Background: an optimization exercise with open tools, aiming at small area. Do not read the settings as production practice. Function was checked by simulation only, so behaviour that the tests miss may differ from the original. In every run shown here, the design's own scripts or RTL, not TritonCTS, make the clock network. The clock input has no modelled driver; a real chip could not lean on it and would need a root buffer or a full tree. Power figures rest on the tool's default switching activity, not on a simulated workload.

$ cat design/flow/design.v
`timescale 1ns/1ps
module processor #(
    parameter logic [31:0] RESET_PC = '0
) (
    input  logic        clock,
    input  logic        rst_n,
    output logic [31:0] address_imem,
    input  logic [31:0] q_imem,
    output logic [31:0] address_dmem,
    output logic [31:0] data,
    output logic        wren,
    input  logic [31:0] q_dmem,
    output logic        ctrl_write_enable,
    output logic [4:0]  ctrl_write_reg,
    output logic [4:0]  ctrl_read_reg_a,
    output logic [4:0]  ctrl_read_reg_b,
    output logic [31:0] data_write_reg,
    input  logic [31:0] data_read_reg_a,
    input  logic [31:0] data_read_reg_b
);
    logic [4:0]  cnt;
    logic [31:0] pc;
    logic [31:0] r;
    logic [3:0]  prev;
    logic        carry;
    logic        neq;
    logic [1:0]  mode;
    logic        m_add;
    logic        m_jmp;
    logic        m_jal;
    logic        pending;
    logic       in_p;
    logic       in_init;
    logic       in_prime;
    logic       first_a;
    logic       last_a;
    logic       first_p;
    logic       last_p;
    logic [2:0] c;
    assign c        = cnt[2:0];
    assign in_p     = cnt[4];
    assign in_init  = cnt[4] & cnt[3];
    assign in_prime = ~cnt[4] & ~cnt[3];              
    assign first_a  = (cnt == 5'd8);
    assign last_a   = (cnt == 5'd15);
    assign first_p  = (cnt == 5'd16);
    assign last_p   = cnt[4] & (c == 3'd7);
    assign pending  = (cnt == 5'd6);                  
    assign m_add = neq;
    assign m_jmp = mode[1];
    assign m_jal = mode[0];
    logic [31:0] insn;
    logic [2:0]  o;
    logic        is_lw, is_r, is_j, is_bne, is_jal, is_jr, is_addi, is_blt, is_sw;
    logic [2:0]  aop;
    logic        is_sh, is_sra, is_sll;
    logic        use_imm;
    logic        zero_a;
    logic        binv;
    logic        cin0;
    logic [4:0]  rd;
    assign insn    = q_imem;
    assign o       = insn[29:27];
    assign is_lw   = insn[30];
    assign is_r    = ~insn[30] & (o == 3'd0);
    assign is_j    = (o == 3'd1);
    assign is_bne  = (o == 3'd2);
    assign is_jal  = (o == 3'd3);
    assign is_jr   = (o == 3'd4);
    assign is_addi = (o == 3'd5);
    assign is_blt  = (o == 3'd6);
    assign is_sw   = (o == 3'd7);
    assign aop     = insn[4:2];
    assign is_sh   = is_r & aop[2];
    assign is_sra  = is_sh & aop[0];
    assign is_sll  = is_sh & ~aop[0];
    assign zero_a  = is_j | is_jal | is_jr;             
    assign use_imm = is_addi | is_sw | is_lw | is_j | is_jal;
    assign cin0    = (is_r & (aop == 3'd1)) | is_bne;    
    assign binv    = cin0 | is_blt;                      
    assign rd      = insn[26:22];
    assign ctrl_read_reg_a = insn[21:17];
    assign ctrl_read_reg_b = (o == 3'd0) ? insn[16:12] : insn[26:22];
    logic [2:0]  sh_q;
    logic [1:0]  sh_r;
    logic [2:0]  qx;
    logic        g_cin;
    logic [4:0]  c_eff;
    logic [4:0]  g_add;
    logic [5:0]  gk;
    logic [4:0]  gi;
    logic [3:0]  a_grp;
    logic [3:0]  cur;
    logic [1:0]  u;
    logic [7:0]  w;
    logic [3:0]  a_bits;
    assign sh_q  = insn[11:9] & {3{is_sh}};
    assign sh_r  = insn[8:7];
    assign qx    = sh_q ^ {3{is_sll}};
    assign g_cin = is_sll | (is_sra & (sh_r != 2'd0));
    assign c_eff = {{2{~cnt[3]}}, cnt[2:0]};
    assign g_add = {{2{is_sll}}, qx};
    always_comb begin
        gk[0] = g_cin;
        for (int i = 0; i < 5; i++) begin
            gi[i]     = c_eff[i] ^ g_add[i] ^ gk[i];
            gk[i + 1] = (c_eff[i] & g_add[i]) | (gk[i] & (c_eff[i] ^ g_add[i]));
        end
    end
    always_comb begin
        case (gi[2:0])
            3'd0: a_grp = data_read_reg_a[3:0];
            3'd1: a_grp = data_read_reg_a[7:4];
            3'd2: a_grp = data_read_reg_a[11:8];
            3'd3: a_grp = data_read_reg_a[15:12];
            3'd4: a_grp = data_read_reg_a[19:16];
            3'd5: a_grp = data_read_reg_a[23:20];
            3'd6: a_grp = data_read_reg_a[27:24];
            default: a_grp = data_read_reg_a[31:28];
        endcase
    end
    always_comb begin
        if (gi[4] | zero_a) begin
            cur = 4'd0;
        end else if (gi[3]) begin
            cur = {4{data_read_reg_a[31]}};
        end else begin
            cur = a_grp;
        end
    end
    always_comb begin
        if (is_sll) begin
            u = sh_r;
        end else if (is_sra) begin
            u = {sh_r[1] ^ sh_r[0], sh_r[0]};
        end else begin
            u = 2'd0;
        end
    end
    assign w = {cur, prev};
    always_comb begin
        case (u)
            2'd0: a_bits = w[7:4];
            2'd1: a_bits = w[6:3];
            2'd2: a_bits = w[5:2];
            default: a_bits = w[4:1];
        endcase
    end
    logic        sx;
    logic        tg;
    logic [3:0]  immt_grp;
    logic [3:0]  b_grp;
    logic [3:0]  b_bits;
    logic [3:0]  bx;
    logic [4:0]  k;
    logic [3:0]  sum;
    logic        co;
    logic        ne_now;
    logic        lt_now;
    logic        taken;
    assign sx = insn[16];
    assign tg = is_j | is_jal;
    always_comb begin
        case (c)
            3'd0: immt_grp = insn[3:0];
            3'd1: immt_grp = insn[7:4];
            3'd2: immt_grp = insn[11:8];
            3'd3: immt_grp = insn[15:12];
            3'd4: immt_grp = tg ? insn[19:16] : {{3{sx}}, insn[16]};
            3'd5: immt_grp = tg ? insn[23:20] : {4{sx}};
            3'd6: immt_grp = tg ? {1'b0, insn[26:24]} : {4{sx}};
            default: immt_grp = tg ? 4'd0 : {4{sx}};
        endcase
    end
    always_comb begin
        case (c)
            3'd0: b_grp = data_read_reg_b[3:0];
            3'd1: b_grp = data_read_reg_b[7:4];
            3'd2: b_grp = data_read_reg_b[11:8];
            3'd3: b_grp = data_read_reg_b[15:12];
            3'd4: b_grp = data_read_reg_b[19:16];
            3'd5: b_grp = data_read_reg_b[23:20];
            3'd6: b_grp = data_read_reg_b[27:24];
            default: b_grp = data_read_reg_b[31:28];
        endcase
    end
    assign b_bits = is_sh ? 4'd0 : use_imm ? immt_grp : b_grp;    
    assign bx     = b_bits ^ {4{binv}};
    always_comb begin
        k[0] = first_a ? cin0 : carry;
        for (int i = 0; i < 4; i++) begin
            sum[i]   = a_bits[i] ^ bx[i] ^ k[i];
            k[i + 1] = (a_bits[i] & bx[i]) | (k[i] & (a_bits[i] ^ bx[i]));
        end
    end
    assign co     = k[4];
    assign ne_now = |sum;                               
    assign lt_now = a_bits[3] ^ b_bits[3] ^ co;         
    assign taken  = (is_bne & (neq | ne_now)) | (is_blt & lt_now);
    logic [3:0] py;
    logic [4:0] pk;
    logic [3:0] psum;
    logic [3:0] pc_in;
    logic [3:0] r_in;
    assign py = r[3:0] & {4{m_add}};
    always_comb begin
        pk[0] = first_p | carry;
        for (int i = 0; i < 4; i++) begin
            psum[i]   = pc[i] ^ py[i] ^ pk[i];
            pk[i + 1] = (pc[i] & py[i]) | (pk[i] & (pc[i] ^ py[i]));
        end
    end
    always_comb begin
        if (in_init) begin
            case (c)
                3'd0: pc_in = RESET_PC[3:0];
                3'd1: pc_in = RESET_PC[7:4];
                3'd2: pc_in = RESET_PC[11:8];
                3'd3: pc_in = RESET_PC[15:12];
                3'd4: pc_in = RESET_PC[19:16];
                3'd5: pc_in = RESET_PC[23:20];
                3'd6: pc_in = RESET_PC[27:24];
                default: pc_in = RESET_PC[31:28];
            endcase
        end else if (m_jmp) begin
            pc_in = r[3:0];
        end else begin
            pc_in = psum;
        end
    end
    always_comb begin
        if (in_p) begin
            r_in = psum;                             
        end else if (is_bne | is_blt) begin
            r_in = immt_grp;
        end else if (is_r & aop[1]) begin
            r_in = aop[0] ? (a_bits | b_bits) : (a_bits & b_bits);
        end else begin
            r_in = sum;
        end
    end
    always_ff @(posedge clock or negedge rst_n) begin
        if (!rst_n) begin
            cnt <= 5'd24;
        end else if (last_p) begin
            cnt <= (m_jal & ~in_init) ? 5'd6 : 5'd7;
        end else begin
            cnt <= cnt + 5'd1;
        end
    end
    always_ff @(posedge clock) begin
        r       <= {r_in, r[31:4]};
        prev    <= cur;
        carry   <= in_p ? pk[4] : co;
        if (last_a) begin
            neq  <= taken;
            mode <= {is_j | is_jal | is_jr, is_jal};
        end else if (!in_p) begin
            neq  <= (~first_a & neq) | ne_now;
        end
        if (in_p) begin
            pc <= {pc_in, pc[31:4]};
        end
    end
    assign address_imem      = pc;
    assign address_dmem      = r;
    assign data              = data_read_reg_b;
    assign wren              = first_p & is_sw;
    assign ctrl_write_enable = (first_p & (is_r | is_addi | is_lw) & (rd != 5'd0)) |
                               (in_prime & pending);
    assign ctrl_write_reg    = rd | {5{pending}};
    assign data_write_reg    = (is_lw & ~pending) ? q_dmem : r;
endmodule
$ cat design/flow/flow/run.sh
#!/bin/bash
# The standard layout (standard.sh) with these changes:
#  - synthesis maps with an area-oriented ABC script (abc_area.script here,
#    used with ABC_AREA 1 from config.mk) instead of ORFS's own;
#  - every port is buffered by the smallest buffer (buf_1);
#  - after CTS, clock_tree.tcl replaces the clock tree by three clkbuf_16
#    fed by the clock port, each driving the flip-flops of a third of the core.
# Each tool's output is in orfs/logs; make's own output is in standard.log.
set -euo pipefail
here=$(pwd)
rm -rf "$here/scripts_custom"
cp -r "$FLOW_HOME/scripts" "$here/scripts_custom"
cp "$here/flow/abc_area.script" "$here/scripts_custom/abc_area.script"
export BUFFER_PORTS_ARGS="-buffer_cell sky130_fd_sc_hd__buf_1"
export CTS_ARGS="-sink_clustering_enable -repair_clock_nets -dont_use_dummy_load -buf_list sky130_fd_sc_hd__clkbuf_8"
export POST_CTS_TCL="$here/flow/clock_tree.tcl"
export FLOW_NCLK=3 FLOW_NY=1 FLOW_CLKBUF=sky130_fd_sc_hd__clkbuf_16
bash standard.sh SCRIPTS_DIR="$here/scripts_custom" finish > standard.log 2>&1
$ cat design/flow/flow/abc_area.script
strash
&get -n
&deepsyn -T 30
&put
dch
amap
topo
$ cat design/flow/flow/clock_tree.tcl
# Run after CTS (POST_CTS_TCL): replace the clock tree that CTS built by a
# single level of FLOW_NCLK x FLOW_NY buffers (FLOW_CLKBUF) fed straight
# from the clock port. The flip-flops are split into that grid by position
# and each buffer is placed at the centroid of the flip-flops it drives.
set nclk 2
if { [info exists ::env(FLOW_NCLK)] } { set nclk $::env(FLOW_NCLK) }
set db [ord::get_db]
set block [ord::get_db_block]
set clknet [$block findNet clock]
# walk the tree from the clock port: buffers/inverters are removed, flip-flop
# clock pins are collected
set tree_insts {}
set tree_nets {}
set sinks {}
set todo [list $clknet]
while { [llength $todo] > 0 } {
  set net [lindex $todo 0]
  set todo [lrange $todo 1 end]
  foreach it [$net getITerms] {
    if { ![$it isInputSignal] } { continue }
    set inst [$it getInst]
    set m [$inst getMaster]
    if { [$m isSequential] } {
      lappend sinks $it
    } else {
      lappend tree_insts $inst
      foreach ot [$inst getITerms] {
        if { [$ot isOutputSignal] && [$ot getNet] != "NULL" } {
          lappend tree_nets [$ot getNet]
          lappend todo [$ot getNet]
        }
      }
    }
  }
}
puts "mytree: removing [llength $tree_insts] tree cells, [llength $sinks] sinks"
foreach it $sinks { $it disconnect }
foreach inst $tree_insts { odb::dbInst_destroy $inst }
foreach net $tree_nets { odb::dbNet_destroy $net }
set items {}
foreach it $sinks {
  set bb [[$it getInst] getBBox]
  lappend items [list [expr {([$bb xMin] + [$bb xMax]) / 2}] [expr {([$bb yMin] + [$bb yMax]) / 2}] $it]
}
set nx $nclk; set ny 1
if { [info exists ::env(FLOW_NY)] } { set ny $::env(FLOW_NY) }
set bufcell sky130_fd_sc_hd__clkbuf_16
if { [info exists ::env(FLOW_CLKBUF)] } { set bufcell $::env(FLOW_CLKBUF) }
set master [$db findMaster $bufcell]
set items [lsort -integer -index 0 $items]
set n [llength $items]
set k 0
for {set ix 0} {$ix < $nx} {incr ix} {
  set col [lrange $items [expr {$ix * $n / $nx}] [expr {($ix + 1) * $n / $nx - 1}]]
  set col [lsort -integer -index 1 $col]
  set m [llength $col]
  for {set iy 0} {$iy < $ny} {incr iy} {
    set grp [lrange $col [expr {$iy * $m / $ny}] [expr {($iy + 1) * $m / $ny - 1}]]
    set inst [odb::dbInst_create $block $master "clkbuf_bench_$k"]
    set net [odb::dbNet_create $block "clknet_bench_$k"]
    $net setSigType CLOCK
    [$inst findITerm A] connect $clknet
    [$inst findITerm X] connect $net
    set sx 0; set sy 0
    foreach it $grp {
      set sx [expr {$sx + [lindex $it 0]}]
      set sy [expr {$sy + [lindex $it 1]}]
      [lindex $it 2] connect $net
    }
    set cnt [llength $grp]
    $inst setLocation [expr {$sx / $cnt}] [expr {$sy / $cnt}]
    $inst setPlacementStatus PLACED
    puts "mytree: clkbuf_bench_$k ($bufcell) drives $cnt flip-flops"
    incr k
  }
}
global_connect
detailed_placement
check_placement
estimate_parasitics -placement
set worst 0
foreach p [get_pins -hierarchical */CLK] { set s [get_property $p slew_max]; if {$s > $worst} {set worst $s} }
puts "mytree: worst clock-pin slew [format %.3f $worst] ns"
$ cat design/flow/standard.sh
#!/bin/bash
# synth_recipe.tcl (not shown) runs the flow's synth.tcl, then flattens the netlist and writes it again
# the make line also repeats each setting of config.mk as NAME=value (left out here)
make -C /OpenROAD-flow-scripts/flow DESIGN_CONFIG=/design/flow/config.mk WORK_HOME=/design/flow/orfs CLKGATE_MAP_FILE= SYNTH_SCRIPT=/design/flow/synth_recipe.tcl "${@:-finish}"
$ cat design/flow/config.mk
export PLATFORM = sky130hd
export DESIGN_NAME = processor
export DESIGN_NICKNAME = processor
export VERILOG_FILES = /design/flow/design.v
export SDC_FILE = /design/flow/constraint.sdc
export NUM_CORES = 4
export LEC_CHECK = 0
export ABC_AREA = 1
export CAP_MARGIN = 20
export CORE_MARGIN = 2
export CORE_UTILIZATION = 40
export SLEW_MARGIN = 20
$ cat design/flow/constraint.sdc
create_clock -name core_clock -period 9.0 [get_ports {clock}]
set_input_delay 1.8000 -clock core_clock [delete_from_list [all_inputs] [get_ports {clock}]]
set_output_delay 1.8000 -clock core_clock [all_outputs]
set_load 0.01 [all_outputs]
==> results of run 1 <==
==> cell families after synthesis <==
family	count (synthesis)	share of synthesized area
adder cells (fa/ha/maj)	22	0.0822
flip-flops	76	0.436
AND/OR/NAND/NOR	105	0.113
AO/OA/AOI/OAI	142	0.243
buffers and inverters	109	0.126
==> area by class of cell <==
class / instances / area (µm²) / area share
multi-input combinational: 269 / 1910 / 0.355
timing repair buffer: 276 / 1050 / 0.195
sequential: 76 / 1900 / 0.353
buffer: 3 / 75.1 / 0.0140
tap: 140 / 175 / 0.0326
inverter: 72 / 270 / 0.0503
==> power groups by stage <==
stage               combinational, mW  clock (mW)  sequential, mW
global route                    0.616       0.163           0.556
detailed placement              0.553           0           0.554
global placement                0.547           0           0.548
finish                          0.557       0.147           0.546
floorplan                       0.326           0           0.562
==> path summary, 6_finish.rpt <==
check	startpoint	end	depth (start not counted)
worst max register to register	cnt[0]	neq	18
worst min-delay path	r[24]	r[20]	0
worst min register to register	r[24]	r[20]	0
worst max-delay path	q_imem[29]	neq	24
min in group asynchronous	rst_n	cnt[2]	1
max in group asynchronous	rst_n	cnt[4]	1
==> routing by layer <==
layer / vias up / share of wire / global-route usage
li1: 2140 / - / -
met1: 2181 / 0.43 / 0.306
met2: 212 / 0.48 / 0.387
met3: 11 / 0.085 / 0.0446
met4: 0 / 0.010 / 0.0394
met5: - / 0 / 0
==> state kept, by name, indices dropped and copies added, names as in the netlist <==
name	cells
mode	2
cnt	5
r	32
prev	3
pc	32
neq	1
carry	1
==> through the flow <==
stage | cells | instance area [µm²] | total power, mW
final | 836 | 5380 | 1.25
after global routing | 836 | 5380 | 1.34
after global placement | 833 | 5300 | 1.10
after detailed placement | 833 | 5300 | 1.11
after floorplan | 454 | 4360 | 0.888
==> cell usage in the layout (no fill, tap or decap), types with 4 or more instances in the layout <==
master / synthesis / final
nor3_1: 10 / 10
o21ai_0: 14 / 14
a221oi_1: 6 / 6
clkinv_1: 72 / 72
or2_0: 8 / 8
a21oi_1: 18 / 18
o22a_1: 33 / 33
nand3_1: 9 / 9
a222oi_1: 8 / 8
ha_1: 11 / 11
buf_1: 0 / 273
a211oi_1: 4 / 4
a22oi_1: 5 / 5
nor2_1: 34 / 33
a32oi_1: 5 / 5
a2111oi_0: 5 / 5
nor2b_1: 4 / 4
fa_1: 11 / 11
nand2_1: 24 / 24
and3_1: 9 / 9
o22ai_1: 14 / 14
edfxtp_1: 35 / 35
dfxtp_1: 36 / 36
a31oi_1: 11 / 11
==> summary.md, run 1 <==
| Metric | Value |
|---|---|
| I/O Pins | `275` |
| Syn nets | `606` |
| Clock latency (worst-skew pair) | `0.17 ns` |
| Max Fanout on Critical Path | `6` |
| Startpoint Class | `input port` |
| Worst hold slack | `about 0.37 ns` |
| Initial Utilization | `0.405` |
| Yosys warns | `1` |
| Crit-path max cell delay | `0.69 ns` |
| Cells after Synth | `454` |
| RSZ-0062 raised after global routing | `no` |
| Pin count of the biggest net entering global routing | `41` |
| Initial antenna violation count | `0` |
| Reg2reg setup slack | `3.09 ns` |
| CORE AREA | `10700 µm²` |
| Drt first pass iters | `5` |
| Hold Vio Cnt, Final | `0` |
| Max_cap viols | `0` |
| Main area contributors after synthesis | `edfxtp_1, dfxtp_1, o22a_1, buf_4, clkinv_1` |
| DP HPWL | `12000 µm` |
| Min Tclk post-route | `8.25 ns` |
| Via Count | `4544` |
| Clock skew | `between 0.01 and 0.015 ns` |
| Seq pwr share | `0.437` |
| Status | `finished clean` |
| Cell chain of the critical path | `buf_1, nor3_1, nand3_1, nor2_1, nand2_1, o31ai_1, fa_1, clkinv_1, fa_1, fa_1, clkinv_1, ha_1, a2111oi_0, o21a_1, o22ai_1, a21oi_1, clkinv_1, fa_1, fa_1, fa_1, clkinv_1, fa_1, nand4b_1, o32a_1` |
| #FFs+latches synth | `76` |
| Post-route antenna net violation count | `0` |
| Area of the mapped netlist | `around 4400 µm²` |
| Net Sw Frac | `0.412` |
| Layout fillers | `1104` |
| Most frequent CP cell | `fa_1` |
| Static leakage | `1.83 nW` |
| Yosys top cell area share | `0.241` |
| Comb pwr share | `0.446` |
| Synth top cells by count | `clkinv_1, buf_4, dfxtp_1, edfxtp_1, nor2_1` |
| Asr flop ratio synth | `0.0658` |
| Internal | `0.734 mW` |
| Post-route DRC | `0` |
| Routed WL | `14700 µm` |
| Layout cells sized above 1 | `0.0129` |
| Sw power | `0.515 mW` |
| Setup TNS | `0 ns` |
| Starting DRT DRC Count | `between 300 and 400` |
| # rows | `38` |
| DP Worst Slack | `0.581 ns` |
| Number of global-route vias before repair | `4058` |
| Buffers & Inverters on Critical Path | `5` |
| Drt wl/cell | `17.6 µm` |
| Maximum clock frequency | `around 0.12 GHz` |
| Total global routing overflow | `0` |
| Crit Path Class | `in -> reg` |
| Ys flop type | `dfxtp_1` |
| Core Util, Final | `0.500` |
| PwrDens | `between 200 and 250 nW/µm²` |
| EDFF count, synth | `35` |
| Clk slew on worst S/H paths | `about 0.09 ns` |
| Syn Area/Cell | `9.59 µm²` |
| Post-synth cell types | `44` |
| Cell with the most instances after synthesis | `clkinv_1` |
| ANT cells | `0` |
| Max IR drop VDD | `0.212 mV` |
| First-pass GRT wire length | `20700 µm` |
| Final net count | `850` |
| Tot GR Track Use | `0.228` |
| Tcrit/Tclk final | `0.916` |
| Min-Delay Path Class | `reg -> reg` |
| Largest area contributor in the netlist | `edfxtp_1` |
| Cell family with the largest share of critical-path delay | `adder cells` |
| Area growth syn-to-layout | `23.5%` |
| I/O Buffers | `273` |
| Max-slew violation count | `0` |
| Slowest cell on crit path | `a2111oi_0` |
| Die Span X | `between 100 and 150 µm` |
| Worst-margin pin slew | `approximately 1.0 ns` |
| Slew HR | `0.326` |
| TritonCTS Sinks | `76` |
| Element type at the critical path end | `flip-flop` |
| Die area | `11700 µm²` |
| Chip height | `108 µm` |
| Critical Path RT | `8.91 ns` |
| Crit path DAT | `roughly 8 ns` |
| Via density | `5.44` |
| Placer Congestion | `0.868` |
| Clock power share | `0.117` |
| Post-route worst setup slack | `0.753 ns` |
| Final setup vio count | `0` |
| Seq/Total Area, Yosys | `0.436` |
==> run 2, diff against run 1 <==
--- a/design/flow/design.v
+++ b/design/flow/design.v
@@ -162,5 +162,5 @@
     assign tg = is_j | is_jal;
     always_comb begin
-        case (c)
+        case (gi[2:0])
             3'd0: immt_grp = insn[3:0];
             3'd1: immt_grp = insn[7:4];
@@ -174,5 +174,5 @@
     end
     always_comb begin
-        case (c)
+        case (gi[2:0])
             3'd0: b_grp = data_read_reg_b[3:0];
             3'd1: b_grp = data_read_reg_b[7:4];
@@ -187,9 +187,17 @@
     assign b_bits = is_sh ? 4'd0 : use_imm ? immt_grp : b_grp;    
     assign bx     = b_bits ^ {4{binv}};
-    always_comb begin
-        k[0] = first_a ? cin0 : carry;
+    logic [3:0] xa;
+    logic [3:0] xb;
+    assign xa = in_p ? pc[3:0] : a_bits;
+    assign xb = in_p ? (r[3:0] & {4{m_add}}) : bx;
+    always_comb begin
+        if (in_p) begin
+            k[0] = first_p | carry;
+        end else begin
+            k[0] = first_a ? cin0 : carry;
+        end
         for (int i = 0; i < 4; i++) begin
-            sum[i]   = a_bits[i] ^ bx[i] ^ k[i];
-            k[i + 1] = (a_bits[i] & bx[i]) | (k[i] & (a_bits[i] ^ bx[i]));
+            sum[i]   = xa[i] ^ xb[i] ^ k[i];
+            k[i + 1] = (xa[i] & xb[i]) | (k[i] & (xa[i] ^ xb[i]));
         end
     end
@@ -198,17 +206,6 @@
     assign lt_now = a_bits[3] ^ b_bits[3] ^ co;         
     assign taken  = (is_bne & (neq | ne_now)) | (is_blt & lt_now);
-    logic [3:0] py;
-    logic [4:0] pk;
-    logic [3:0] psum;
     logic [3:0] pc_in;
     logic [3:0] r_in;
-    assign py = r[3:0] & {4{m_add}};
-    always_comb begin
-        pk[0] = first_p | carry;
-        for (int i = 0; i < 4; i++) begin
-            psum[i]   = pc[i] ^ py[i] ^ pk[i];
-            pk[i + 1] = (pc[i] & py[i]) | (pk[i] & (pc[i] ^ py[i]));
-        end
-    end
     always_comb begin
         if (in_init) begin
@@ -226,16 +223,14 @@
             pc_in = r[3:0];
         end else begin
-            pc_in = psum;
-        end
-    end
-    always_comb begin
-        if (in_p) begin
-            r_in = psum;                             
-        end else if (is_bne | is_blt) begin
+            pc_in = sum;
+        end
+    end
+    always_comb begin
+        if (~in_p & (is_bne | is_blt)) begin
             r_in = immt_grp;
-        end else if (is_r & aop[1]) begin
+        end else if (~in_p & is_r & aop[1]) begin
             r_in = aop[0] ? (a_bits | b_bits) : (a_bits & b_bits);
         end else begin
-            r_in = sum;
+            r_in = sum;                              
         end
     end
@@ -252,5 +247,5 @@
         r       <= {r_in, r[31:4]};
         prev    <= cur;
-        carry   <= in_p ? pk[4] : co;
+        carry   <= co;
         if (last_a) begin
             neq  <= taken;
==> summary.md, run 2 <==
| Metric | Value |
|---|---|
| Initial antenna violation count | `0 (unchanged)` |
| Setup TNS | `0 ns (unchanged)` |
| #FFs+latches synth | `76 (unchanged)` |
| Maximum clock frequency | `0.118 GHz (was 0.121 GHz)` |
| Placer Congestion | `0.884 (was 0.868)` |
| Comb pwr share | `0.445 (was 0.446)` |
| Pin count of the biggest net entering global routing | `49 (was 41)` |
| Net Sw Frac | `0.410 (was 0.412)` |
| Drt wl/cell | `16.1 µm (was 17.6 µm)` |
| Area growth syn-to-layout | `24.7% (was 23.5%)` |
| Drt first pass iters | `5 (unchanged)` |
| Die Span X | `107 µm (was 108 µm)` |
| Crit-path max cell delay | `0.69 ns (about the same)` |
| Yosys warns | `1 (unchanged)` |
| Worst hold path startpoint | `r[8] (was r[24])` |
| Met1 GRT Util | `0.298 (was 0.306)` |
| Tcrit/Tclk final | `0.940 (was 0.916)` |
| First-pass GRT wire length | `20700 µm (about the same)` |
| Clk slew on worst S/H paths | `0.09 ns (about the same)` |
| Die area | `11500 µm² (was 11700 µm²)` |
| ANT cells | `0 (unchanged)` |
| Initial Utilization | `0.412 (was 0.405)` |
| Area of the multi-input gates | `1850 µm² (was 1910 µm²)` |
| Crit path DAT | `8.38 ns (was 8.16 ns)` |
| RSZ-0062 raised after global routing | `no (unchanged)` |
| Critical Path RT | `8.92 ns (was 8.91 ns)` |
| Reg2reg setup slack | `3.00 ns (was 3.09 ns)` |
| Min-Delay Path Class | `reg -> reg (unchanged)` |
| Synth top cells by count | `clkinv_1, nor2_1, buf_4, dfxtp_1, edfxtp_1 (was clkinv_1, buf_4, dfxtp_1, edfxtp_1, nor2_1)` |
| Register area | `1900 µm² (unchanged)` |
| GR Layer Usage met2 | `0.395 (was 0.387)` |
| Worst hold slack | `0.369 ns (was 0.372 ns)` |
| Max IR drop VDD | `0.166 mV (was 0.212 mV)` |
| Reg2Reg Depth | `19 (was 18)` |
| Internal | `0.740 mW (was 0.734 mW)` |
| Core Util, Final | `0.514 (was 0.500)` |
| Slew HR | `0.301 (was 0.326)` |
| Clock skew | `0.00756 ns (was 0.0120 ns)` |
| Max_cap viols | `0 (unchanged)` |
| I/O Pins | `275 (unchanged)` |
| Crit Path Class | `in -> reg (unchanged)` |
| GR peak layer | `met2 (unchanged)` |
| Tot GR Track Use | `0.227 (was 0.228)` |
| Largest regs | `pc x32, r x32, cnt x5 (unchanged)` |
| Post-route antenna net violation count | `0 (unchanged)` |
| Asr flop ratio synth | `0.0658 (unchanged)` |
| EDFF count, synth | `35 (unchanged)` |
| Clock latency (worst-skew pair) | `0.16 ns (was 0.17 ns)` |
| Post-route DRC | `0 (unchanged)` |
| Layout cells sized above 1 | `0.0200 (was 0.0129)` |
| Final net count | `848 (was 850)` |
| Max Fanout on Critical Path | `18 (was 6)` |
| Sw power | `0.514 mW (was 0.515 mW)` |
| Clock power share | `0.113 (was 0.117)` |
| I/O Buffers | `273 (unchanged)` |
| Commonest non-fill, non-tap cell in the layout | `buf_1 (unchanged)` |
| Largest area contributor in the netlist | `edfxtp_1 (unchanged)` |
| Max-slew violation count | `0 (unchanged)` |
| Number of global-route vias before repair | `4141 (was 4058)` |
| DP HPWL | `10900 µm (was 12000 µm)` |
| Most frequent CP cell | `fa_1 (unchanged)` |
| Seq pwr share | `0.442 (was 0.437)` |
| Yosys top cell area share | `0.247 (was 0.241)` |
| R2R Path End | `neq (unchanged)` |
| Met3 Usage GRT | `0.0407 (was 0.0446)` |
| CORE AREA | `10300 µm² (was 10700 µm²)` |
| Hold Vio Cnt, Final | `0 (unchanged)` |
| Static leakage | `1.76 nW (was 1.83 nW)` |
| Area of the mapped netlist | `4260 µm² (was 4360 µm²)` |
| Chip height | `107 µm (was 108 µm)` |
| Min Tclk post-route | `8.46 ns (was 8.25 ns)` |
| WHS Endpoint | `r[4] (was r[20])` |
| Via density | `5.28 (was 5.44)` |
| Main area contributors after synthesis | `edfxtp_1, dfxtp_1, buf_4, a22o_1, clkinv_1 (was edfxtp_1, dfxtp_1, o22a_1, buf_4, clkinv_1)` |
| PwrDens | `236 nW/µm² (was 232 nW/µm²)` |
| Syn nets | `600 (was 606)` |
| Layout fillers | `1029 (was 1104)` |
| Startpoint Class | `input port (unchanged)` |
| Cell with the most instances after synthesis | `clkinv_1 (unchanged)` |
| Most frequent cells in the layout | `buf_1, clkinv_1, nor2_1, dfxtp_1, edfxtp_1 (was buf_1, clkinv_1, dfxtp_1, edfxtp_1)` |
| Total global routing overflow | `0 (unchanged)` |
| Routed WL | `13500 µm (was 14700 µm)` |
| Status | `finished clean (unchanged)` |
| # rows | `37 (was 38)` |
| Post-synth cell types | `44 (unchanged)` |
| Cells after Synth | `454 (unchanged)` |
| Worst r2r src | `cnt[0] (unchanged)` |
| TritonCTS Sinks | `76 (unchanged)` |
| Slowest cell on crit path | `a2111oi_0 (unchanged)` |
| Hold Path Depth | `0 (unchanged)` |
| Via Count | `4416 (was 4544)` |
| Syn Area/Cell | `9.38 µm² (was 9.59 µm²)` |
| Element type at the critical path end | `flip-flop (unchanged)` |
| Final setup vio count | `0 (unchanged)` |
| Worst-margin pin slew | `1.04 ns (was 1.00 ns)` |
| Starting DRT DRC Count | `284 (was 350)` |
| Ys flop type | `dfxtp_1 (unchanged)` |
| Seq/Total Area, Yosys | `0.446 (was 0.436)` |
==> run 2: cell count changes after synthesis, moves of 5 or more <==
cell / previous run / this run
o22ai_1: 14 / 20
a221oi_1: 6 / 1
a22o_1: 1 / 28
and3_1: 9 / 1
nor2_1: 34 / 41
clkinv_1: 72 / 64
o22a_1: 33 / 1
o221ai_1: 3 / 9
o21ai_0: 14 / 31
a21oi_1: 18 / 9
==> run 2: cell families (layout without fill, tap and decap cells) <==
group	count (synthesis)	count (layout)	share of synthesized area
AOI/OAI and AO/OA	145	145	0.247
buffers and inverters	101	347	0.122
DFF	76	76	0.446
adders and majority gates	16	16	0.0594
and+or+nand+nor	116	116	0.126
==> run 2: critical path: cells and delay by family <==
| kind | cells | cell delay [ns] |
|---|---|---|
| AOI/OAI and AO/OA | 6 | 1.55 |
| adders and majority gates | 7 | 2.90 |
| buffers and inverters | 8 | 1.13 |
| and+or+nand+nor | 4 | 1.00 |
==> run 2: per-stage QoR <==
step / setup WS [ns] / cells / area (µm²) / total power [mW]
after floorplan: 0.732 / 454 / 4260 / 0.883
after global routing: 0.0151 / 836 / 5310 / 1.35
final: 0.538 / 836 / 5310 / 1.25
after global placement: 0.430 / 833 / 5230 / 1.11
after detailed placement: 0.290 / 833 / 5230 / 1.12
==> run 2: power groups by stage <==
stage	Sequential, mW	Combinational, mW	Clock [mW]
detailed placement	0.563	0.554	0
finish	0.554	0.558	0.142
floorplan	0.574	0.309	0
global route	0.568	0.621	0.156
global placement	0.560	0.554	0
==> run 2: per-layer routing <==
metal / wire (µm) / part of all wire
met5: 0 / 0
met4: 107 / 0.0080
met3: 921 / 0.068
met2: 6570 / 0.49
met1: 5850 / 0.44
==> run 2: area by class of cell <==
type                    count  area share
flip-flops and latches     76       0.358
well taps                 136      0.0321
inverters                  64      0.0453
multi-input cells         277       0.348
repair buffers            280       0.203
plain buffers               3      0.0141
==> run 2: worst max-delay path by stage <==
| stage | from | endpoint | slack [ns] | cells past startpoint |
|---|---|---|---|---|
| 3_3_place_gp | q_imem[27] | neq | 0.43 | 28 |
| 6_report | q_imem[27] | neq | 0.54 | 25 |
| 2_1_floorplan | q_imem[27] | neq | 0.73 | 26 |
| 3_5_place_dp | q_imem[27] | neq | 0.29 | 25 |
| 5_1_grt | q_imem[27] | neq | 0.02 | 25 |
==> run 3, diff against run 2 <==
--- a/design/flow/flow/run.sh
+++ b/design/flow/flow/run.sh
@@ -2,5 +2,6 @@
 # The standard layout (standard.sh) with these changes:
 #  - synthesis maps with an area-oriented ABC script (abc_area.script here,
-#    used with ABC_AREA 1 from config.mk) instead of ORFS's own;
+#    used with ABC_AREA 1 from config.mk) instead of ORFS's own, and leaves
+#    adders to ABC too (no ADDER_MAP_FILE, so no fa/ha cells are extracted);
 #  - every port is buffered by the smallest buffer (buf_1);
 #  - after CTS, clock_tree.tcl replaces the clock tree by three clkbuf_16
@@ -16,3 +17,3 @@
 export POST_CTS_TCL="$here/flow/clock_tree.tcl"
 export FLOW_NCLK=3 FLOW_NY=1 FLOW_CLKBUF=sky130_fd_sc_hd__clkbuf_16
-bash standard.sh SCRIPTS_DIR="$here/scripts_custom" finish > standard.log 2>&1
+bash standard.sh SCRIPTS_DIR="$here/scripts_custom" ADDER_MAP_FILE= finish > standard.log 2>&1
--- a/design/flow/config.mk
+++ b/design/flow/config.mk
@@ -7,6 +7,6 @@
 export LEC_CHECK = 0
 export ABC_AREA = 1
-export CAP_MARGIN = 20
+export CAP_MARGIN = 0
 export CORE_MARGIN = 2
 export CORE_UTILIZATION = 40
-export SLEW_MARGIN = 20
+export SLEW_MARGIN = 0
==> summary.md, run 3 <==
| Metric | Value |
|---|---|
| Status | `finished clean (unchanged)` |
| Tcrit/Tclk final | `0.907 (was 0.940)` |
| I/O Pins | `275 (unchanged)` |
| DP HPWL | `12400 µm (was 10900 µm)` |
| Pin count of the biggest net entering global routing | `43 (was 49)` |
| Placed Area | `5030 µm² (was 5230 µm²)` |
| Element type at the critical path end | `flip-flop (unchanged)` |
| Clock power share | `0.131 (was 0.113)` |
| Starting DRT DRC Count | `294 (was 284)` |
| Post-synth cell types | `41 (was 44)` |
| Clock skew | `0.00782 ns (was 0.00756 ns)` |
| Via Count | `4545 (was 4416)` |
| Seq/Total Area, Yosys | `0.469 (was 0.446)` |
| TritonCTS Sinks | `76 (unchanged)` |
| Crit path DAT | `8.07 ns (was 8.38 ns)` |
| Area of the mapped netlist | `4050 µm² (was 4260 µm²)` |
| Layout cells sized above 1 | `0.0216 (was 0.0200)` |
| # rows | `36 (was 37)` |
| Cells after Synth | `448 (was 454)` |
| Min-Delay Path Class | `reg -> reg (unchanged)` |
| Max-slew violation count | `0 (unchanged)` |
| Post-route worst setup slack | `0.837 ns (was 0.538 ns)` |
| Die area | `10900 µm² (was 11500 µm²)` |
| Tot GR Track Use | `0.265 (was 0.227)` |
| Asr flop ratio synth | `0.0658 (unchanged)` |
| Final setup vio count | `0 (unchanged)` |
| Max IR drop VDD | `0.209 mV (was 0.166 mV)` |
| Internal | `0.681 mW (was 0.740 mW)` |
| Initial antenna violation count | `1 (was 0)` |
| Ys flop type | `dfxtp_1 (unchanged)` |
| Core Util, Final | `0.521 (was 0.514)` |
| Largest area contributor in the netlist | `edfxtp_1 (unchanged)` |
| Startpoint Class | `input port (unchanged)` |
| Commonest non-fill, non-tap cell in the layout | `buf_1 (unchanged)` |
| Crit Path Class | `in -> reg (unchanged)` |
| Max_cap viols | `0 (unchanged)` |
| Most frequent cells in the layout | `buf_1, nor2_1, clkinv_1, nand2_1, dfxtp_1 (was buf_1, clkinv_1, nor2_1, dfxtp_1, edfxtp_1)` |
| Post-route DRC | `0 (unchanged)` |
| First-pass GRT wire length | `23000 µm (was 20700 µm)` |
| Number of global-route vias before repair | `4364 (was 4141)` |
| Final net count | `828 (was 848)` |
| Max Fanout on Critical Path | `12 (was 18)` |
| Syn Area/Cell | `9.04 µm² (was 9.38 µm²)` |
| Via density | `5.48 (was 5.28)` |
| Largest regs | `pc x32, r x32, cnt x5 (unchanged)` |
| Main area contributors after synthesis | `edfxtp_1, dfxtp_1, a22o_1, buf_4, nor2_1 (was edfxtp_1, dfxtp_1, buf_4, a22o_1, clkinv_1)` |
| Yosys warns | `1 (unchanged)` |
| Total global routing overflow | `0 (unchanged)` |
| Clock latency (worst-skew pair) | `0.16 ns (about the same)` |
| I/O Buffers | `273 (unchanged)` |
| CORE AREA | `9820 µm² (was 10300 µm²)` |
| Worst-margin pin slew | `0.963 ns (was 1.04 ns)` |
| Chip height | `105 µm (was 107 µm)` |
| Setup TNS | `0 ns (unchanged)` |
| EDFF count, synth | `35 (unchanged)` |
| RSZ-0062 raised after global routing | `no (unchanged)` |
| Net Sw Frac | `0.397 (was 0.410)` |
| Cell family with the largest share of critical-path delay | `compound AO/OA/AOI/OAI gates (was adder cells)` |
| Critical Path RT | `8.91 ns (was 8.92 ns)` |
| Die Span X | `105 µm (was 107 µm)` |
| Yosys top cell area share | `0.259 (was 0.247)` |
| Crit-path max cell delay | `0.77 ns (was 0.69 ns)` |
| Area growth syn-to-layout | `26.2% (was 24.7%)` |
| PwrDens | `221 nW/µm² (was 236 nW/µm²)` |
| Drt wl/cell | `18.3 µm (was 16.1 µm)` |
| Sw power | `0.449 mW (was 0.514 mW)` |
| Cell with the most instances after synthesis | `nor2_1 (was clkinv_1)` |
| Post-route antenna net violation count | `0 (unchanged)` |
| Seq pwr share | `0.454 (was 0.442)` |
| #FFs+latches synth | `76 (unchanged)` |
| Static leakage | `1.75 nW (was 1.76 nW)` |
| Maximum clock frequency | `0.123 GHz (was 0.118 GHz)` |
| Buffers & Inverters on Critical Path | `5 (was 8)` |
| Clk slew on worst S/H paths | `0.10 ns (was 0.09 ns)` |
| Comb pwr share | `0.415 (was 0.445)` |
| Min Tclk post-route | `8.16 ns (was 8.46 ns)` |
| Hold Vio Cnt, Final | `0 (unchanged)` |
| Drt first pass iters | `5 (unchanged)` |
| Syn nets | `578 (was 600)` |
| Slew HR | `0.356 (was 0.301)` |
| Initial Utilization | `0.413 (was 0.412)` |
| Routed WL | `15200 µm (was 13500 µm)` |
| Most frequent CP cell | `nor2_1 (was fa_1)` |
| Placer Congestion | `1.02 (was 0.884)` |
| Slowest cell on crit path | `nor2_1 (was a2111oi_0)` |
| Synth top cells by count | `nor2_1, clkinv_1, nand2_1, buf_4, dfxtp_1 (was clkinv_1, nor2_1, buf_4, dfxtp_1, edfxtp_1)` |
| Post-route cell area | `5110 µm² (was 5310 µm²)` |
| DP Worst Slack | `0.845 ns (was 0.290 ns)` |
-- run 3: cell type report --
class	instances	area (µm²)
Timing Repair Buffer	282	1090
Sequential cell	76	1900
Tap cell	133	166
Antenna cell	1	2.50
Buffer	3	75.1
Inverter	44	165
Fill cell	1029	4710
Multi-Input combinational cell	291	1710
-- run 3: logic make-up after synthesis --
group                  share of synthesized area
buffers and inverters                      0.109
DFF                                        0.469
AOI/OAI and AO/OA                          0.284
and+or+nand+nor                            0.138
-- run 3: through the flow --
step                      instances  power [mW]  hold WS [ns]
after floorplan                 448       0.797         0.393
after global placement          826       0.979         0.358
after detailed placement        826       0.982         0.359
after global routing            829        1.20         0.383
final                           830        1.13         0.367
-- run 3: path summary, 6_finish.rpt --
path,startpoint,endpoint,slack [ns],cells after the start
hold / removal,r[5],r[1],0.37,0
hold reg to reg,r[5],r[1],0.37,0
setup reg to reg,cnt[0],neq,3.21,28
max in group asynchronous,rst_n,cnt[3],7.27,1
min in group asynchronous,rst_n,cnt[0],1.47,1
setup / recovery,q_imem[28],neq,0.84,35
-- run 3: per-layer routing --
metal	share of wire	up-vias	wire length, µm	track usage
li1	-	2149	-	-
met1	0.44	2137	6650	0.379
met2	0.45	238	6860	0.412
met3	0.095	19	1440	0.0605
met4	0.012	2	180	0.0571
met5	0.00099	-	15	0
-- run 3: power by group through the flow --
stage	clock [mW]	sequential, mW	combinational, mW
after floorplan	0	0.536	0.261
after detailed placement	0	0.519	0.463
final	0.148	0.513	0.469
after global placement	0	0.518	0.462
after global routing	0.161	0.523	0.519
==> run 4, diff against run 3 <==
--- a/design/flow/config.mk
+++ b/design/flow/config.mk
@@ -7,6 +7,7 @@
 export LEC_CHECK = 0
 export ABC_AREA = 1
-export CAP_MARGIN = 0
+export CAP_MARGIN = 20
 export CORE_MARGIN = 2
 export CORE_UTILIZATION = 40
-export SLEW_MARGIN = 0
+export GPL_TIMING_DRIVEN = 0
+export SLEW_MARGIN = 20
==> summary.md, run 4 <==
| Metric | Value |
|---|---|
| Slew HR | `0.370 (was 0.356)` |
| Clock skew | `0.0149 ns (was 0.00782 ns)` |
| Layout fillers | `1014 (was 1029)` |
| Startpoint Class | `input port (unchanged)` |
| First-pass GRT wire length | `23100 µm (was 23000 µm)` |
| Area of the mapped netlist | `4050 µm² (unchanged)` |
| Largest area contributor in the netlist | `edfxtp_1 (unchanged)` |
| Final setup vio count | `0 (unchanged)` |
| Hold Vio Cnt, Final | `0 (unchanged)` |
| Die Span X | `105 µm (unchanged)` |
| Static leakage | `1.89 nW (was 1.75 nW)` |
| Met3 Usage GRT | `0.112 (was 0.0605)` |
| GR Layer Usage met2 | `0.413 (was 0.412)` |
| Chip height | `105 µm (unchanged)` |
| Worst-margin pin slew | `0.942 ns (was 0.963 ns)` |
| Layout cells sized above 1 | `0.0690 (was 0.0216)` |
| Post-route DRC | `0 (unchanged)` |
| Max-slew violation count | `0 (unchanged)` |
| Crit path DAT | `8.12 ns (was 8.07 ns)` |
| CORE AREA | `9820 µm² (unchanged)` |
| EDFF count, synth | `35 (unchanged)` |
| I/O Pins | `275 (unchanged)` |
| Asr flop ratio synth | `0.0658 (unchanged)` |
| Setup TNS | `0 ns (unchanged)` |
| Most frequent cells in the layout | `buf_1, nor2_1, clkinv_1, nand2_1, buf_4 (was buf_1, nor2_1, clkinv_1, nand2_1, dfxtp_1)` |
| Crit Path Class | `in -> reg (unchanged)` |
| Max_cap viols | `0 (unchanged)` |
| Slowest cell on crit path | `nor2_1 (unchanged)` |
| Total global routing overflow | `0 (unchanged)` |
| Area growth syn-to-layout | `32.5% (was 26.2%)` |
| Number of global-route vias before repair | `4388 (was 4364)` |
| Status | `finished clean (unchanged)` |
| Crit-path max cell delay | `0.77 ns (about the same)` |
| Worst hold slack | `0.360 ns (was 0.367 ns)` |
| Max Fanout on Critical Path | `12 (unchanged)` |
| WHS Endpoint | `r[11] (was r[1])` |
| Syn nets | `578 (unchanged)` |
| Element type at the critical path end | `flip-flop (unchanged)` |
| Hold Path Depth | `0 (unchanged)` |
| #FFs+latches synth | `76 (unchanged)` |
| Die area | `10900 µm² (unchanged)` |
| Via density | `5.49 (was 5.48)` |
| Clk slew on worst S/H paths | `0.10 ns (about the same)` |
| Starting DRT DRC Count | `389 (was 294)` |
| # rows | `36 (unchanged)` |
| Synth top cells by count | `nor2_1, clkinv_1, nand2_1, buf_4, dfxtp_1 (unchanged)` |
| Cell with the most instances after synthesis | `nor2_1 (unchanged)` |
| Drt first pass iters | `6 (was 5)` |
| Via Count | `4713 (was 4545)` |
| Final net count | `857 (was 828)` |
| Worst r2r src | `cnt[0] (unchanged)` |
| Largest regs | `pc x32, r x32, cnt x5 (unchanged)` |
| Pin count of the biggest net entering global routing | `43 (unchanged)` |
| DP HPWL | `12500 µm (was 12400 µm)` |
| Reg2Reg Depth | `28 (unchanged)` |
| PwrDens | `213 nW/µm² (was 221 nW/µm²)` |
| Initial antenna violation count | `4 (was 1)` |
| Post-route antenna net violation count | `0 (unchanged)` |
| Drt wl/cell | `17.9 µm (was 18.3 µm)` |
| Initial Utilization | `0.413 (unchanged)` |
| Maximum clock frequency | `0.122 GHz (was 0.123 GHz)` |
| I/O Buffers | `273 (unchanged)` |
| Routed WL | `15400 µm (was 15200 µm)` |
| Critical Path RT | `8.91 ns (about the same)` |
| Syn Area/Cell | `9.04 µm² (unchanged)` |
| Most frequent CP cell | `nor2_1 (unchanged)` |
| GR peak layer | `met2 (unchanged)` |
| R2R Path End | `neq (unchanged)` |
| Placer Congestion | `0.983 (was 1.02)` |
| Worst hold path startpoint | `r[15] (was r[5])` |
| Met1 GRT Util | `0.350 (was 0.379)` |
| Tot GR Track Use | `0.266 (was 0.265)` |
| Ys flop type | `dfxtp_1 (unchanged)` |
| Max IR drop VDD | `0.204 mV (was 0.209 mV)` |
| TritonCTS Sinks | `76 (unchanged)` |
| Tot Pwr | `1.14 mW (was 1.13 mW)` |
| Main area contributors after synthesis | `edfxtp_1, dfxtp_1, a22o_1, buf_4, nor2_1 (unchanged)` |
| Min-Delay Path Class | `reg -> reg (unchanged)` |
| Seq/Total Area, Yosys | `0.469 (unchanged)` |
| Reg2reg setup slack | `3.33 ns (was 3.21 ns)` |
| Cells after Synth | `448 (unchanged)` |
| Yosys warns | `1 (unchanged)` |
| Yosys top cell area share | `0.259 (unchanged)` |
| Clock latency (worst-skew pair) | `0.17 ns (was 0.16 ns)` |
| Post-synth cell types | `41 (unchanged)` |
| Min Tclk post-route | `8.21 ns (was 8.16 ns)` |
| Tcrit/Tclk final | `0.912 (was 0.907)` |
| Commonest non-fill, non-tap cell in the layout | `buf_1 (unchanged)` |
run 4: cell counts after synthesis:
Identical to the previous run, type by type.
run 4: per-stage QoR:
step	setup slack [ns]	std cells	util	area, µm²
2_1_floorplan	1.85	448	-	4050
6_report	0.788	859	0.547	5370
5_1_grt	-0.00236	858	0.546	5370
3_5_place_dp	0.134	854	0.535	5260
3_3_place_gp	-0.0744	854	0.534	5240
run 4: worst max path at each step:
stage	to	slack (ns)	depth (start not counted)	from
detailed placement	neq	0.13	32	q_imem[27]
finish	neq	0.79	34	q_imem[27]
global placement	neq	-0.07	32	q_imem[27]
floorplan	neq	1.85	31	q_imem[27]
global route	neq	-0.002	35	q_imem[27]
run 4: layout make-up:
type | instances | area (µm²) | area share
Antenna cell | 1 | 2.50 | 0.000466
Tap cell | 133 | 166 | 0.0310
Sequential cell | 76 | 1900 | 0.354
Buffer | 40 | 353 | 0.0657
Multi-Input combinational cell | 291 | 1750 | 0.326
Inverter | 44 | 165 | 0.0308
Timing Repair Buffer | 274 | 1030 | 0.192
run 4: report_power, final:
group / total [mW] / internal [mW] / switching [mW]
registers: 0.515 / 0.448 / 0.0667
clock network: 0.146 / 0.0614 / 0.0846
logic: 0.480 / 0.178 / 0.302
run 4: critical path: cells and delay by family:
kind                   cells  cell delay, ns
AOI/OAI and AO/OA         16            2.91
buffers and inverters      2            0.42
and+or+nand+nor           16            2.97
run 4: routing by layer:
metal | up-vias | wire [µm]
met4 | 6 | 170
li1 | 2208 | -
met2 | 270 | 7050
met1 | 2199 | 6200
met5 | - | 46
met3 | 30 | 1900
run 4: cell families (layout without fill, tap and decap cells):
kind of cell | Yosys count | after routing | synth area share
flip-flops | 76 | 76 | 0.469
other | 0 | 1 | 0
buffers and inverters | 81 | 358 | 0.109
AO/OA/AOI/OAI | 158 | 158 | 0.284
AND/OR/NAND/NOR | 133 | 133 | 0.138
==> run 5, diff against run 4 <==
--- a/design/flow/flow/run.sh
+++ b/design/flow/flow/run.sh
@@ -15,4 +15,5 @@
 export BUFFER_PORTS_ARGS="-buffer_cell sky130_fd_sc_hd__buf_1"
 export CTS_ARGS="-sink_clustering_enable -repair_clock_nets -dont_use_dummy_load -buf_list sky130_fd_sc_hd__clkbuf_8"
+export GPL_KEEP_OVERFLOW=0
 export POST_CTS_TCL="$here/flow/clock_tree.tcl"
 export FLOW_NCLK=3 FLOW_NY=1 FLOW_CLKBUF=sky130_fd_sc_hd__clkbuf_16
--- a/design/flow/config.mk
+++ b/design/flow/config.mk
@@ -10,4 +10,3 @@
 export CORE_MARGIN = 2
 export CORE_UTILIZATION = 40
-export GPL_TIMING_DRIVEN = 0
 export SLEW_MARGIN = 20
==> summary.md, run 5 <==
| Metric | Value |
|---|---|
| Total global routing overflow | `0 (unchanged)` |
| # rows | `36 (unchanged)` |
| Ys flop type | `dfxtp_1 (unchanged)` |
| Post-route antenna net violation count | `0 (unchanged)` |
| Net Sw Frac | `0.400 (was 0.397)` |
| Final setup vio count | `0 (unchanged)` |
| Via Count | `4557 (was 4713)` |
| Clock skew | `0.0101 ns (was 0.0149 ns)` |
| Met1 GRT Util | `0.366 (was 0.350)` |
| Tcrit/Tclk final | `0.910 (was 0.912)` |
| Crit path DAT | `8.10 ns (was 8.12 ns)` |
| Slew HR | `0.414 (was 0.370)` |
| Post-route DRC | `0 (unchanged)` |
| Syn Area/Cell | `9.04 µm² (unchanged)` |
| Worst hold slack | `0.366 ns (was 0.360 ns)` |
| CP startpoint | `q_imem[27] (unchanged)` |
| Worst-margin pin slew | `0.879 ns (was 0.942 ns)` |
| Routed WL | `15200 µm (was 15400 µm)` |
| Tot GR Track Use | `0.262 (was 0.266)` |
| Initial antenna violation count | `4 (unchanged)` |
| Max_cap viols | `0 (unchanged)` |
| Setup TNS | `0 ns (unchanged)` |
| Sw power | `0.450 mW (was 0.453 mW)` |
| Max Fanout on Critical Path | `12 (unchanged)` |
| Drt wl/cell | `18.5 µm (was 17.9 µm)` |
| Most frequent CP cell | `nor2_1 (unchanged)` |
| #FFs+latches synth | `76 (unchanged)` |
| GR peak layer | `met2 (unchanged)` |
| RSZ-0062 raised after global routing | `no` |
| Max IR drop VDD | `0.196 mV (was 0.204 mV)` |
| Hold Vio Cnt, Final | `0 (unchanged)` |
| Area growth syn-to-layout | `25.6% (was 32.5%)` |
| Synth top cells by count | `nor2_1, clkinv_1, nand2_1, buf_4, dfxtp_1 (unchanged)` |
| Cells after Synth | `448 (unchanged)` |
| Worst hold path startpoint | `r[15] (unchanged)` |
| Cell with the most instances after synthesis | `nor2_1 (unchanged)` |
| Element type at the critical path end | `flip-flop (unchanged)` |
| Final net count | `819 (was 857)` |
| Synth Area in Compound Gates | `0.284 (unchanged)` |
| Die area | `10900 µm² (unchanged)` |
| Seq pwr share | `0.455 (was 0.451)` |
| Critical Path RT | `8.91 ns (about the same)` |
| First-pass GRT wire length | `22700 µm (was 23100 µm)` |
| Via density | `5.55 (was 5.49)` |
| Layout cells sized above 1 | `0.0204 (was 0.0690)` |
| Layout fillers | `1045 (was 1014)` |
| Met3 Usage GRT | `0.0805 (was 0.112)` |
| Asr flop ratio synth | `0.0658 (unchanged)` |
| Synth Area in XOR/XNOR | `0 (unchanged)` |
| Cell family with the largest share of critical-path delay | `compound AO/OA/AOI/OAI gates (was simple AND/OR/NAND/NOR gates)` |
| Number of global-route vias before repair | `4271 (was 4388)` |
| Mux cell area share after synthesis | `0 (unchanged)` |
| CORE AREA | `9820 µm² (unchanged)` |
| I/O Buffers | `273 (unchanged)` |
| Drt first pass iters | `6 (unchanged)` |
| TritonCTS Sinks | `76 (unchanged)` |
| Placer Congestion | `1.02 (was 0.983)` |
| Min Tclk post-route | `8.19 ns (was 8.21 ns)` |
| Max-slew violation count | `0 (unchanged)` |
| Status | `finished clean (unchanged)` |
| Seq/Total Area, Yosys | `0.469 (unchanged)` |
| Buffers & Inverters on Critical Path | `3 (was 2)` |
| Register area | `1900 µm² (unchanged)` |
| Pin count of the biggest net entering global routing | `43 (unchanged)` |
| Largest family of logic cells by synthesized area | `compound AO/OA/AOI/OAI gates (unchanged)` |
| Starting DRT DRC Count | `413 (was 389)` |
| Clock power share | `0.132 (was 0.128)` |
| Maximum clock frequency | `0.122 GHz (about the same)` |
| Post-synth cell types | `41 (unchanged)` |
| Internal | `0.677 mW (was 0.688 mW)` |
| Area of the mapped netlist | `4050 µm² (unchanged)` |
| Clock latency (worst-skew pair) | `0.16 ns (was 0.17 ns)` |
| Most frequent cells in the layout | `buf_1, nor2_1, clkinv_1, nand2_1, dfxtp_1 (was buf_1, nor2_1, clkinv_1, nand2_1, buf_4)` |
| PwrDens | `222 nW/µm² (was 213 nW/µm²)` |
| Commonest non-fill, non-tap cell in the layout | `buf_1 (unchanged)` |
| Worst r2r src | `cnt[0] (unchanged)` |
| Chip height | `105 µm (unchanged)` |
| Largest area contributor in the netlist | `edfxtp_1 (unchanged)` |
| Syn nets | `578 (unchanged)` |
| Static leakage | `1.71 nW (was 1.89 nW)` |
| Crit Path Class | `in -> reg (unchanged)` |
| Largest regs | `pc x32, r x32, cnt x5 (unchanged)` |
| Startpoint Class | `input port (unchanged)` |
| Clk slew on worst S/H paths | `0.10 ns (about the same)` |
| Min-Delay Path Class | `reg -> reg (unchanged)` |
| Comb pwr share | `0.413 (was 0.421)` |
| Initial Utilization | `0.413 (unchanged)` |
| I/O Pins | `275 (unchanged)` |
| Crit-path max cell delay | `0.62 ns (was 0.77 ns)` |
| Yosys warns | `1 (unchanged)` |
| EDFF count, synth | `35 (unchanged)` |
| Yosys top cell area share | `0.259 (unchanged)` |
| Synth Area in Simple Gates | `0.138 (unchanged)` |
| DP HPWL | `12200 µm (was 12500 µm)` |
| Adder-cell share of the synthesized area | `0 (unchanged)` |
| Main area contributors after synthesis | `edfxtp_1, dfxtp_1, a22o_1, buf_4, nor2_1 (unchanged)` |
| Die Span X | `105 µm (unchanged)` |
| Area of the multi-input gates | `1750 µm² (about the same)` |
| GR Layer Usage met2 | `0.409 (was 0.413)` |
| Tot Pwr | `1.13 mW (was 1.14 mW)` |
| Slowest cell on crit path | `a2111oi_0 (was nor2_1)` |
run 5: kinds of logic after synthesis:
logic type,after synthesis
AOI/OAI and AO/OA,158
and+or+nand+nor,133
buffers and inverters,81
DFF,76
run 5: layout make-up:
cell class	count	share of cell area
multi-input cells	291	0.345
diodes	1	0.000492
well taps	133	0.0327
repair buffers	273	0.201
inverters	44	0.0325
plain buffers	3	0.0148
flip-flops and latches	76	0.373
run 5: worst register-to-register path: cells and delay by family (launching register included):
family | cells | cell delay (ns)
AO/OA/AOI/OAI | 13 | 2.85
buffers and inverters | 1 | 0.25
flip-flops | 1 | 0.42
AND/OR/NAND/NOR | 14 | 1.84
run 5: through the flow:
| stage | setup slack, ns | std cells | cell area, µm² | utilization |
|---|---|---|---|---|
| 2_1_floorplan | 1.85 | 448 | 4050 | - |
| 3_5_place_dp | 0.255 | 817 | 4980 | 0.507 |
| 5_1_grt | 0.113 | 820 | 5080 | 0.518 |
| 3_3_place_gp | 0.0300 | 817 | 4960 | 0.506 |
| 6_report | 0.808 | 821 | 5090 | 0.518 |
run 5: layer usage:
metal / part of all wire / up-vias
li1: - / 2120
met1: 0.42 / 2145
met2: 0.45 / 265
met3: 0.12 / 23
met4: 0.012 / 4
met5: 0.0018 / -
run 5: power by group through the flow:
stage,logic [mW],registers [mW],clock network (mW)
6_report,0.466,0.513,0.148
5_1_grt,0.513,0.524,0.163
3_5_place_dp,0.456,0.520,0
3_3_place_gp,0.455,0.518,0
2_1_floorplan,0.261,0.536,0
run 5: worst paths after layout:
| kind | to | slack [ns] | depth (start not counted) |
|---|---|---|---|
| min in group asynchronous | cnt[1] | 1.47 | 1 |
| worst min-delay path | r[11] | 0.37 | 0 |
| worst min register to register | r[11] | 0.37 | 0 |
| worst max register to register | neq | 3.37 | 28 |
| worst max-delay path | neq | 0.81 | 33 |
| max in group asynchronous | cnt[3] | 7.26 | 1 |
==> run 6, diff against run 5 <==
--- a/design/flow/flow/run.sh
+++ b/design/flow/flow/run.sh
@@ -15,5 +15,4 @@
 export BUFFER_PORTS_ARGS="-buffer_cell sky130_fd_sc_hd__buf_1"
 export CTS_ARGS="-sink_clustering_enable -repair_clock_nets -dont_use_dummy_load -buf_list sky130_fd_sc_hd__clkbuf_8"
-export GPL_KEEP_OVERFLOW=0
 export POST_CTS_TCL="$here/flow/clock_tree.tcl"
 export FLOW_NCLK=3 FLOW_NY=1 FLOW_CLKBUF=sky130_fd_sc_hd__clkbuf_16
==> summary.md, run 6 <==
| Metric | Value |
|---|---|
| Area of the mapped netlist | `4050 µm² (unchanged)` |
| Syn Area/Cell | `9.04 µm² (unchanged)` |
| Worst r2r src | `cnt[0] (unchanged)` |
| Post-route DRC | `0 (unchanged)` |
| Crit path DAT | `8.07 ns (was 8.10 ns)` |
| Largest area contributor in the netlist | `edfxtp_1 (unchanged)` |
| Asr flop ratio synth | `0.0658 (unchanged)` |
| Commonest non-fill, non-tap cell in the layout | `buf_1 (unchanged)` |
| Die area | `10900 µm² (unchanged)` |
| Startpoint Class | `input port (unchanged)` |
| # rows | `36 (unchanged)` |
| Critical Path RT | `8.91 ns (about the same)` |
| Clock skew | `0.00782 ns (was 0.0101 ns)` |
| Cells after Synth | `448 (unchanged)` |
| Min-Delay Path Class | `reg -> reg (unchanged)` |
| Crit-path max cell delay | `0.77 ns (was 0.62 ns)` |
| Worst hold path startpoint | `r[5] (was r[15])` |
| Reg2Reg Depth | `28 (unchanged)` |
| Worst hold slack | `0.367 ns (was 0.366 ns)` |
| Via Count | `4545 (was 4557)` |
| Initial antenna violation count | `1 (was 4)` |
| Worst-margin pin slew | `0.963 ns (was 0.879 ns)` |
| Reg2reg setup slack | `3.21 ns (was 3.37 ns)` |
| PwrDens | `221 nW/µm² (was 222 nW/µm²)` |
| Total global routing overflow | `0 (unchanged)` |
| Final net count | `828 (was 819)` |
| Via density | `5.48 (was 5.55)` |
| Slew HR | `0.356 (was 0.414)` |
| Number of global-route vias before repair | `4364 (was 4271)` |
| Final setup vio count | `0 (unchanged)` |
| Yosys top cell area share | `0.259 (unchanged)` |
| Seq/Total Area, Yosys | `0.469 (unchanged)` |
| Cell with the most instances after synthesis | `nor2_1 (unchanged)` |
| WHS Endpoint | `r[1] (was r[11])` |
| Element type at the critical path end | `flip-flop (unchanged)` |
| Area growth syn-to-layout | `26.2% (was 25.6%)` |
| Placed instance count | `826 (was 817)` |
| Routed WL | `15200 µm (about the same)` |
| Max_cap viols | `0 (unchanged)` |
| Initial Utilization | `0.413 (unchanged)` |
| Hold Vio Cnt, Final | `0 (unchanged)` |
| Slowest cell on crit path | `nor2_1 (was a2111oi_0)` |
| EDFF count, synth | `35 (unchanged)` |
| Min Tclk post-route | `8.16 ns (was 8.19 ns)` |
| Tcrit/Tclk final | `0.907 (was 0.910)` |
| Setup TNS | `0 ns (unchanged)` |
| TritonCTS Sinks | `76 (unchanged)` |
| Max-slew violation count | `0 (unchanged)` |
| Syn nets | `578 (unchanged)` |
| Largest regs | `pc x32, r x32, cnt x5 (unchanged)` |
| Post-synth cell types | `41 (unchanged)` |
| Chip height | `105 µm (unchanged)` |
| Main area contributors after synthesis | `edfxtp_1, dfxtp_1, a22o_1, buf_4, nor2_1 (unchanged)` |
| Drt first pass iters | `5 (was 6)` |
| Clk slew on worst S/H paths | `0.10 ns (about the same)` |
| DP HPWL | `12400 µm (was 12200 µm)` |
| Clock latency (worst-skew pair) | `0.16 ns (about the same)` |
| Most frequent cells in the layout | `buf_1, nor2_1, clkinv_1, nand2_1, dfxtp_1 (unchanged)` |
| Maximum clock frequency | `0.123 GHz (was 0.122 GHz)` |
| Tot GR Track Use | `0.265 (was 0.262)` |
| CORE AREA | `9820 µm² (unchanged)` |
| Ys flop type | `dfxtp_1 (unchanged)` |
| Hold Path Depth | `0 (unchanged)` |
| First-pass GRT wire length | `23000 µm (was 22700 µm)` |
| Post-route antenna net violation count | `0 (unchanged)` |
| Synth top cells by count | `nor2_1, clkinv_1, nand2_1, buf_4, dfxtp_1 (unchanged)` |
| Max Fanout on Critical Path | `12 (unchanged)` |
| Static leakage | `1.75 nW (was 1.71 nW)` |
| Max IR drop VDD | `0.209 mV (was 0.196 mV)` |
| Status | `finished clean (unchanged)` |
| RSZ-0062 raised after global routing | `no (unchanged)` |
| I/O Pins | `275 (unchanged)` |
| Placer Congestion | `1.02 (about the same)` |
| Pin count of the biggest net entering global routing | `43 (unchanged)` |
| I/O Buffers | `273 (unchanged)` |
| Yosys warns | `1 (unchanged)` |
| #FFs+latches synth | `76 (unchanged)` |
| Layout cells sized above 1 | `0.0216 (was 0.0204)` |
| Non-Filler Instances | `830 (was 821)` |
| Most frequent CP cell | `nor2_1 (unchanged)` |
| Crit Path Class | `in -> reg (unchanged)` |
| R2R Path End | `neq (unchanged)` |
| Die Span X | `105 µm (unchanged)` |
| Starting DRT DRC Count | `294 (was 413)` |
| Drt wl/cell | `18.3 µm (was 18.5 µm)` |
run 6: critical path, delay by kind of cell:
kind            cells  cell delay [ns]
simple gates       14             2.34
buf+inv             5             0.91
compound gates     16             3.02
run 6: stage by stage:
step	total power, mW	setup slack [ns]	util	area, µm²
floorplan	0.797	1.85	-	4050
global placement	0.979	1.08	0.513	5030
detailed placement	0.982	0.845	0.513	5030
global route	1.20	0.0341	0.520	5110
finish	1.13	0.837	0.521	5110
run 6: final cells by class:
type	count	area, µm²
Timing Repair Buffer	282	1090
Inverter	44	165
Multi-Input combinational cell	291	1710
Sequential cell	76	1900
Tap cell	133	166
Buffer	3	75.1
Antenna cell	1	2.50
Fill cell	1029	4710
run 6: worst max-delay path by stage:
| stage | to | start | cells past startpoint |
|---|---|---|---|
| finish | neq | q_imem[28] | 35 |
| global route | neq | q_imem[27] | 35 |
| detailed placement | neq | q_imem[28] | 35 |
| global placement | neq | q_imem[28] | 35 |
| floorplan | neq | q_imem[27] | 31 |
run 6: routing by layer:
layer	vias up	share of wire	track usage
li1	2149	-	-
met1	2137	0.44	0.379
met2	238	0.45	0.412
met3	19	0.095	0.0605
met4	2	0.012	0.0571
met5	-	0.00099	0
run 6: cell families (layout without fill, tap and decap cells):
group	count (synthesis)	after routing	share of synthesized area
compound gates	158	158	0.284
simple gates	133	133	0.138
other cells	0	1	0
flops	76	76	0.469
buf+inv	81	329	0.109
run 6: power by group:
group | internal [mW] | total, mW | switching [mW] | leakage, nW
combinational | 0.171 | 0.469 | 0.298 | 1.03
clock | 0.0615 | 0.148 | 0.0862 | 0.0370
sequential | 0.448 | 0.513 | 0.0648 | 0.687
total | 0.681 | 1.13 | 0.449 | 1.75

-- what the ideal ports hide --
No port has a modelled driver above. Below, the same layouts with a new extraction and two added sets of constraints.
Step 1: set_driving_cell puts a clkbuf_16 on clock and a buf_2 on each other input, an assumption about the parent block.
Step 2 times the ports against the registers' clock, not the clock port: input delays grow and output delays shrink by t, the midpoint of the rising clock arrivals with the driver on.
Slacks: no drivers / after step 1 / after step 2; pairs: no drivers / after step 1.
run | t (ns) | slack for setup (ns) | worst setup path at the end
run 1 | 0.225 | 0.753 / 0.776 / 0.551 | input to register
run 2 | 0.220 | 0.538 / 0.561 / 0.342 | input to register
run 3 | 0.224 | 0.837 / 0.873 / 0.649 | input to register
run 4 | 0.225 | 0.788 / 0.833 / 0.609 | input to register
run 5 | 0.227 | 0.808 / 0.827 / 0.601 | input to register
run 6 | 0.224 | 0.837 / 0.873 / 0.649 | input to register
After both steps setup and hold are still met in every run listed. The setup slack of run 5, which loses most, moves by +0.019 ns with the drivers and by -0.207 ns with both steps.
